Context: an optimization exercise on an open-source flow, tuned for small area, a short achievable clock period and few clock cycles per item. The choices shown serve that exercise and are no tape-out recipe.
RTL that was checked went through simulation tests only; none was proved equivalent to the original.

## v6
// cordic_park_engine
module cordic_park_engine #(
  parameter int WIDTH       = 16,
  parameter int ANGLE_WIDTH = 16,
  parameter int ITERATIONS  = 14,
  parameter int GUARD_BITS  = 3,
  parameter int GAIN_BITS   = 15,
  parameter int TAG_WIDTH   = 2
) (
  input  logic                          clk,
  input  logic                          rst,
  input  logic                          in_valid,
  output logic                          in_ready,
  input  logic                          mode,
  input  logic signed [WIDTH-1:0]       in_x,
  input  logic signed [WIDTH-1:0]       in_y,
  input  logic [ANGLE_WIDTH-1:0]        angle,
  input  logic [TAG_WIDTH-1:0]          in_tag,
  output logic                          out_valid,
  input  logic                          out_ready,
  output logic signed [WIDTH-1:0]       out_x,
  output logic signed [WIDTH-1:0]       out_y,
  output logic [TAG_WIDTH-1:0]          out_tag,
  output logic                          busy
);
make LEC_CHECK=0 ABC_CLOCK_PERIOD_IN_PS=5000 CAP_MARGIN=20 CORE_MARGIN=2 CORE_UTILIZATION=60 CTS_BUF_LIST='sky130_fd_sc_hd__clkbuf_4 sky130_fd_sc_hd__clkbuf_8' CTS_CLUSTER_DIAMETER=50 CTS_CLUSTER_SIZE=20 PLACE_DENSITY=0.72 SETUP_SLACK_MARGIN=5 SLEW_MARGIN=20 finish   # period 10.0 ns
run.sh (not shown) runs the stock make flow with config.mk's settings and CLKGATE_MAP_FILE= SYNTH_SCRIPT=/design/flow/synth_recipe.tcl, a recipe that flattens the netlist after the stock synthesis.
Testbench counts of v6, summed over its fixed seeds: cycles 2,472, items 2,400.
Setup changes, v6 to v7
diff --git a/flow/design.v b/flow/design.v
--- a/flow/design.v
+++ b/flow/design.v
@@ -39,56 +39,47 @@
   logic signed [13:0] z1;
   logic               p1, t1, nx1, ny1;
   assign phi = mode ? angle : 16'd0 - angle;
   assign z1  = {~phi[13], phi[12:0]};
   assign p1  = phi[13];
   assign t1  = p1 ? (z1 >= 14'sd4836) : (z1 >= -14'sd4836);
   assign nx1 = phi[15] ^ phi[14];
   assign ny1 = phi[15];
   logic signed [16:0] s0_q, d0_q;
   logic               q0_q;
   logic [7:0]         n0_q;
   logic signed [13:0] z0_q;
-  logic               t0_q;
   always_ff @(posedge clk) begin
     if (en) begin
       s0_q <= 17'(in_x) + 17'(in_y);
       d0_q <= 17'(in_x) - 17'(in_y);
       q0_q <= phi[14];
       n0_q <= {~(p1 ^ t1 ^ ny1), ~t1 ^ nx1, ~p1 ^ nx1, ny1,
                ~(p1 ^ t1 ^ nx1), t1 ^ ny1, p1 ^ ny1, nx1};
       z0_q <= z1;
-      t0_q <= t1;
     end
   end
   wire signed [16:0] px1 = q0_q ? s0_q : d0_q;
   wire signed [16:0] py1 = q0_q ? d0_q : s0_q;
   wire               nxa = n0_q[0];
   wire               nxb = n0_q[1];
   wire               nxc = n0_q[2];
   wire               nxd = n0_q[3];
   wire               nya = n0_q[4];
   wire               nyb = n0_q[5];
   wire               nyc = n0_q[6];
   wire               nyd = n0_q[7];
-  logic signed [13:0] c3, z3;
-  always_comb begin
-    case ({~z0_q[13], t0_q})
-      2'b11:   c3 = -14'sd7391;
-      2'b10:   c3 = -14'sd2281;
-      2'b01:   c3 = 14'sd2281;
-      default: c3 = 14'sd7391;
-    endcase
-  end
-  assign z3 = z0_q + c3;
+  wire signed [13:0] z2  = z0_q + (~z0_q[13] ? -14'sd4836 : 14'sd4836);
+  wire               t1s = ~z2[13];
+  wire signed [13:0] z3  = z2 + (t1s ? -14'sd2555 : 14'sd2555);
   wire               p3  = ~z3[13];
   wire signed [13:0] z4  = z3 + (p3 ? -14'sd1297 : 14'sd1297);
   wire s_1 = nxa ^ (px1[0] ^ nxa);
   wire c_2 = nxa & (px1[0] ^ nxa);
   wire s_3 = (px1[1] ^ nxa) ^ (py1[2] ^ nxb);
   wire c_4 = (px1[1] ^ nxa) & (py1[2] ^ nxb);
   wire s_5 = (px1[2] ^ nxa) ^ (py1[3] ^ nxb);
   wire c_6 = (px1[2] ^ nxa) & (py1[3] ^ nxb);
   wire s_7 = (px1[3] ^ nxa) ^ (py1[4] ^ nxb);
   wire c_8 = (px1[3] ^ nxa) & (py1[4] ^ nxb);
   wire s_9 = (px1[4] ^ nxa) ^ (py1[5] ^ nxb);
   wire c_10 = (px1[4] ^ nxa) & (py1[5] ^ nxb);
[summary]
- NOTE: share of the cycle needed by the critical path after routing in v7 exceeds that of v6
- Route | v7 vs v6 | wire longer in v7
- Summary of v7 over v6: utilization now larger, all-layer global routing usage went up by 0.64 points, sequential share of cell area went down 0.56 points.
- Delta (v7 minus v6): die area +about 0.7%; wire length on met3 grew by about 5.6%; non-clock buffer share of cell area climbed 0.43 points.
- Going from v6 to v7, growth of design area from synthesis to finish grows by 1.6 points.
- Diff v6 -> v7: first-pass GRT wire length increased 2.7%, via density per instance increased 0.076.
- The minimum period implied by the final worst setup slack of v7 was inferior to that of v6.
- v7 has layout clock buffer count above what v6 had.
- Looking at kind of critical path, the flop to flop result is from v7; the primary input to output pin one comes from v6.
Function not checked in v7: the RTL went through the layout flow alone.


The RTL this note starts from:
==> flow/design.v <==
module cordic_park_engine #(
  parameter int WIDTH       = 16,
  parameter int ANGLE_WIDTH = 16,
  parameter int ITERATIONS  = 14,
  parameter int GUARD_BITS  = 3,
  parameter int GAIN_BITS   = 15,
  parameter int TAG_WIDTH   = 2,
  parameter int MPS         = 2
) (
  input  logic                          clk,
  input  logic                          rst,
  input  logic                          in_valid,
  output logic                          in_ready,
  input  logic                          mode,
  input  logic signed [WIDTH-1:0]       in_x,
  input  logic signed [WIDTH-1:0]       in_y,
  input  logic [ANGLE_WIDTH-1:0]        angle,
  input  logic [TAG_WIDTH-1:0]          in_tag,
  output logic                          out_valid,
  input  logic                          out_ready,
  output logic signed [WIDTH-1:0]       out_x,
  output logic signed [WIDTH-1:0]       out_y,
  output logic [TAG_WIDTH-1:0]          out_tag,
  output logic                          busy
);
  localparam int XW = WIDTH + 2 + GUARD_BITS;
  localparam int ZW = ANGLE_WIDTH + 1;
  localparam int SH = GAIN_BITS + GUARD_BITS;
  localparam int PW = XW + GAIN_BITS + 1;
  localparam int NS = (ITERATIONS + MPS - 1) / MPS;
  function automatic logic [ZW-1:0] atan_entry(input int i);
    case (i)
      0:  atan_entry = ZW'(8192);
      1:  atan_entry = ZW'(4836);
      2:  atan_entry = ZW'(2555);
      3:  atan_entry = ZW'(1297);
      4:  atan_entry = ZW'(651);
      5:  atan_entry = ZW'(326);
      6:  atan_entry = ZW'(163);
      7:  atan_entry = ZW'(81);
      8:  atan_entry = ZW'(41);
      9:  atan_entry = ZW'(20);
      10: atan_entry = ZW'(10);
      11: atan_entry = ZW'(5);
      12: atan_entry = ZW'(3);
      13: atan_entry = ZW'(1);
      default: atan_entry = '0;
    endcase
  endfunction
  localparam int                     K_INT = 19898;
  localparam logic signed [GAIN_BITS:0] K  = (GAIN_BITS + 1)'(K_INT);
  localparam logic signed [ZW-1:0]   P_Q   = ZW'(64'd1 << (ANGLE_WIDTH - 2));
  localparam logic signed [PW-1:0]   HALF  = PW'(64'd1 << (SH - 1));
  localparam logic signed [PW-1:0]   MAXV  = PW'((64'd1 << (WIDTH - 1)) - 64'd1);
  localparam logic signed [PW-1:0]   MINV  = -MAXV - PW'(1);
  function automatic logic signed [WIDTH-1:0] sat(input logic signed [PW-1:0] v);
    if (v > MAXV) sat = MAXV[WIDTH-1:0];
    else if (v < MINV) sat = MINV[WIDTH-1:0];
    else sat = v[WIDTH-1:0];
  endfunction
  function automatic logic signed [WIDTH-1:0] scale(input logic signed [XW-1:0] v);
    logic signed [PW-1:0] p;
    p = PW'(v) * PW'(K);
    scale = sat((p + HALF) >>> SH);
  endfunction
  logic en;
  logic                          v0_q;
  logic                          m0_q;
  logic signed [WIDTH-1:0]       x0_q, y0_q;
  logic [ANGLE_WIDTH-1:0]        a0_q;
  logic [TAG_WIDTH-1:0]          t0_q;
  always_ff @(posedge clk or posedge rst) begin
    if (rst) v0_q <= 1'b0;
    else if (en) v0_q <= in_valid;
  end
  always_ff @(posedge clk) begin
    if (en) begin
      m0_q <= mode;
      x0_q <= in_x;
      y0_q <= in_y;
      a0_q <= angle;
      t0_q <= in_tag;
    end
  end
  logic signed [ANGLE_WIDTH-1:0] phi;
  logic signed [ZW-1:0]          phi_ext, zp;
  logic signed [XW-1:0]          xin, yin, xp, yp;
  always_comb begin
    phi     = m0_q ? $signed(a0_q) : $signed(-a0_q);
    phi_ext = ZW'(phi);
    xin     = XW'(x0_q) <<< GUARD_BITS;
    yin     = XW'(y0_q) <<< GUARD_BITS;
    xp      = xin;
    yp      = yin;
    zp      = phi_ext;
    if (phi_ext >= P_Q) begin
      xp = -yin;
      yp = xin;
      zp = phi_ext - P_Q;
    end else if (phi_ext < -P_Q) begin
      xp = yin;
      yp = -xin;
      zp = phi_ext + P_Q;
    end
  end
  logic signed [XW-1:0] xs_q [1:NS];
  logic signed [XW-1:0] ys_q [1:NS];
  logic signed [ZW-1:0] zs_q [1:NS];
  logic [TAG_WIDTH-1:0] ts_q [1:NS];
  logic                 vs_q [1:NS];
  for (genvar s = 1; s <= NS; s++) begin : g_stage
    logic signed [XW-1:0] xi, yi, xo, yo;
    logic signed [ZW-1:0] zi, zo;
    logic [TAG_WIDTH-1:0] ti;
    logic                 vi;
    if (s == 1) begin : g_first
      assign xi = xp;
      assign yi = yp;
      assign zi = zp;
      assign ti = t0_q;
      assign vi = v0_q;
    end else begin : g_next
      assign xi = xs_q[s-1];
      assign yi = ys_q[s-1];
      assign zi = zs_q[s-1];
      assign ti = ts_q[s-1];
      assign vi = vs_q[s-1];
    end
    always_comb begin
      logic signed [XW-1:0] x, y, xsh, ysh, xn, yn;
      logic                 sub;
      logic signed [ZW-1:0] z;
      x = xi;
      y = yi;
      z = zi;
      for (int i = (s - 1) * MPS; i < s * MPS && i < ITERATIONS; i++) begin
        sub = !z[ZW-1];
        xsh = x >>> i;
        ysh = y >>> i;
        xn  = x + (ysh ^ {XW{sub}}) + XW'(sub);
        yn  = y + (xsh ^ {XW{!sub}}) + XW'(!sub);
        z   = z + ($signed(atan_entry(i)) ^ {ZW{sub}}) + ZW'(sub);
        x   = xn;
        y   = yn;
      end
      xo = x;
      yo = y;
      zo = z;
    end
    always_ff @(posedge clk or posedge rst) begin
      if (rst) vs_q[s] <= 1'b0;
      else if (en) vs_q[s] <= vi;
    end
    always_ff @(posedge clk) begin
      if (en) begin
        xs_q[s] <= xo;
        ys_q[s] <= yo;
        zs_q[s] <= zo;
        ts_q[s] <= ti;
      end
    end
  end
  logic signed [WIDTH-1:0] rx, ry;
  assign rx = scale(xs_q[NS]);
  assign ry = scale(ys_q[NS]);
  logic                    ov_q, kv_q;
  logic signed [WIDTH-1:0] ox_q, oy_q, kx_q, ky_q;
  logic [TAG_WIDTH-1:0]    ot_q, kt_q;
  logic                    take;
  assign en   = !kv_q;
  assign take = ov_q && out_ready;
  always_ff @(posedge clk or posedge rst) begin
    if (rst) begin
      ov_q <= 1'b0;
      kv_q <= 1'b0;
    end else if (kv_q) begin
      if (take) kv_q <= 1'b0;
    end else if (!ov_q || take) begin
      ov_q <= vs_q[NS];
    end else if (vs_q[NS]) begin
      kv_q <= 1'b1;
    end
  end
  always_ff @(posedge clk) begin
    if (kv_q) begin
      if (take) begin
        ox_q <= kx_q;
        oy_q <= ky_q;
        ot_q <= kt_q;
      end
    end else if (!ov_q || take) begin
      if (vs_q[NS]) begin
        ox_q <= rx;
        oy_q <= ry;
        ot_q <= ts_q[NS];
      end
    end else if (vs_q[NS]) begin
      kx_q <= rx;
      ky_q <= ry;
      kt_q <= ts_q[NS];
    end
  end
  logic any_v;
  always_comb begin
    any_v = v0_q | ov_q | kv_q;
    for (int s = 1; s <= NS; s++) any_v = any_v | vs_q[s];
  end
  assign in_ready  = !kv_q && !rst;
  assign out_valid = ov_q;
  assign busy      = any_v;
  assign out_x     = ox_q;
  assign out_y     = oy_q;
  assign out_tag   = ot_q;
endmodule
Settings: LEC_CHECK=0, CAP_MARGIN=20, CORE_MARGIN=2, CORE_UTILIZATION=40, SLEW_MARGIN=20; clock period 10.0 ns.
Next try:
--- a/flow/design.v
+++ b/flow/design.v
@@ -2,13 +2,13 @@
   parameter int WIDTH       = 16,
   parameter int ANGLE_WIDTH = 16,
   parameter int ITERATIONS  = 14,
   parameter int GUARD_BITS  = 3,
   parameter int GAIN_BITS   = 15,
   parameter int TAG_WIDTH   = 2,
-  parameter int MPS         = 2
+  parameter int MPS         = 3
 ) (
   input  logic                          clk,
   input  logic                          rst,
   input  logic                          in_valid,
   output logic                          in_ready,
   input  logic                          mode,
Wire length decreases by 10%.
Design area decreases by 5.5%.
Critical path depth increases by 19.
Non-clock buffer count increases by 147.
Core utilization increases by 1.1 points.
First-iteration DRC count decreases by 20%.
Worst hold slack barely changes.
Clock skew increases by 0.039 ns.
Sequential share of layout area decreases by 3.9 points.
Register-to-register slack loses 0.96 ns.
Worst setup slack loses 0.96 ns.
Global-route usage decreases by 0.61 points.
No functional check of the RTL was part of any run of this note.

-- re-timing with driven ports --
No port has a modelled driver above. Below, the same layouts with a new extraction and two added sets of constraints. Step 1, drivers: a clkbuf_16 drives clk and a buf_2 each remaining input, both assumed. Step 2 adds t to the input delays and takes it off the output delays; t is the mean of the earliest and latest rising clock arrival at the registers after step 1. Input paths then give back, and output paths get back, about the clock's delay inside the block. a / b / c = no drivers / after step 1 / after step 2; a / b = the first two.
| run | shift t [ns] | setup WS [ns] | latest minus earliest clock arrival (ns) | slew at the worst register clock pin (ns) | worst data-port slew with drivers (ns) |
|---|---|---|---|---|---|
| v6 | 0.766 | 5.167 / 5.146 / 4.538 | 0.055 / 0.055 | 0.09 / 0.09 | 0.06 |
| v7 | 0.776 | 4.600 / 4.600 / 4.532 | 0.055 / 0.055 | 0.11 / 0.11 | 0.05 |
| the first run of note 2 | 0.739 | 1.166 / 1.166 / 1.166 | 0.037 / 0.038 | 0.07 / 0.07 | 0.05 |
| the second run of note 2 | 0.724 | 0.205 / 0.205 / 0.205 | 0.073 / 0.073 | 0.07 / 0.07 | 0.06 |
After both steps every run listed still meets setup and hold. For v6, which loses most, drivers alone change the setup slack by -0.021 ns; drivers and shift together by -0.629 ns.
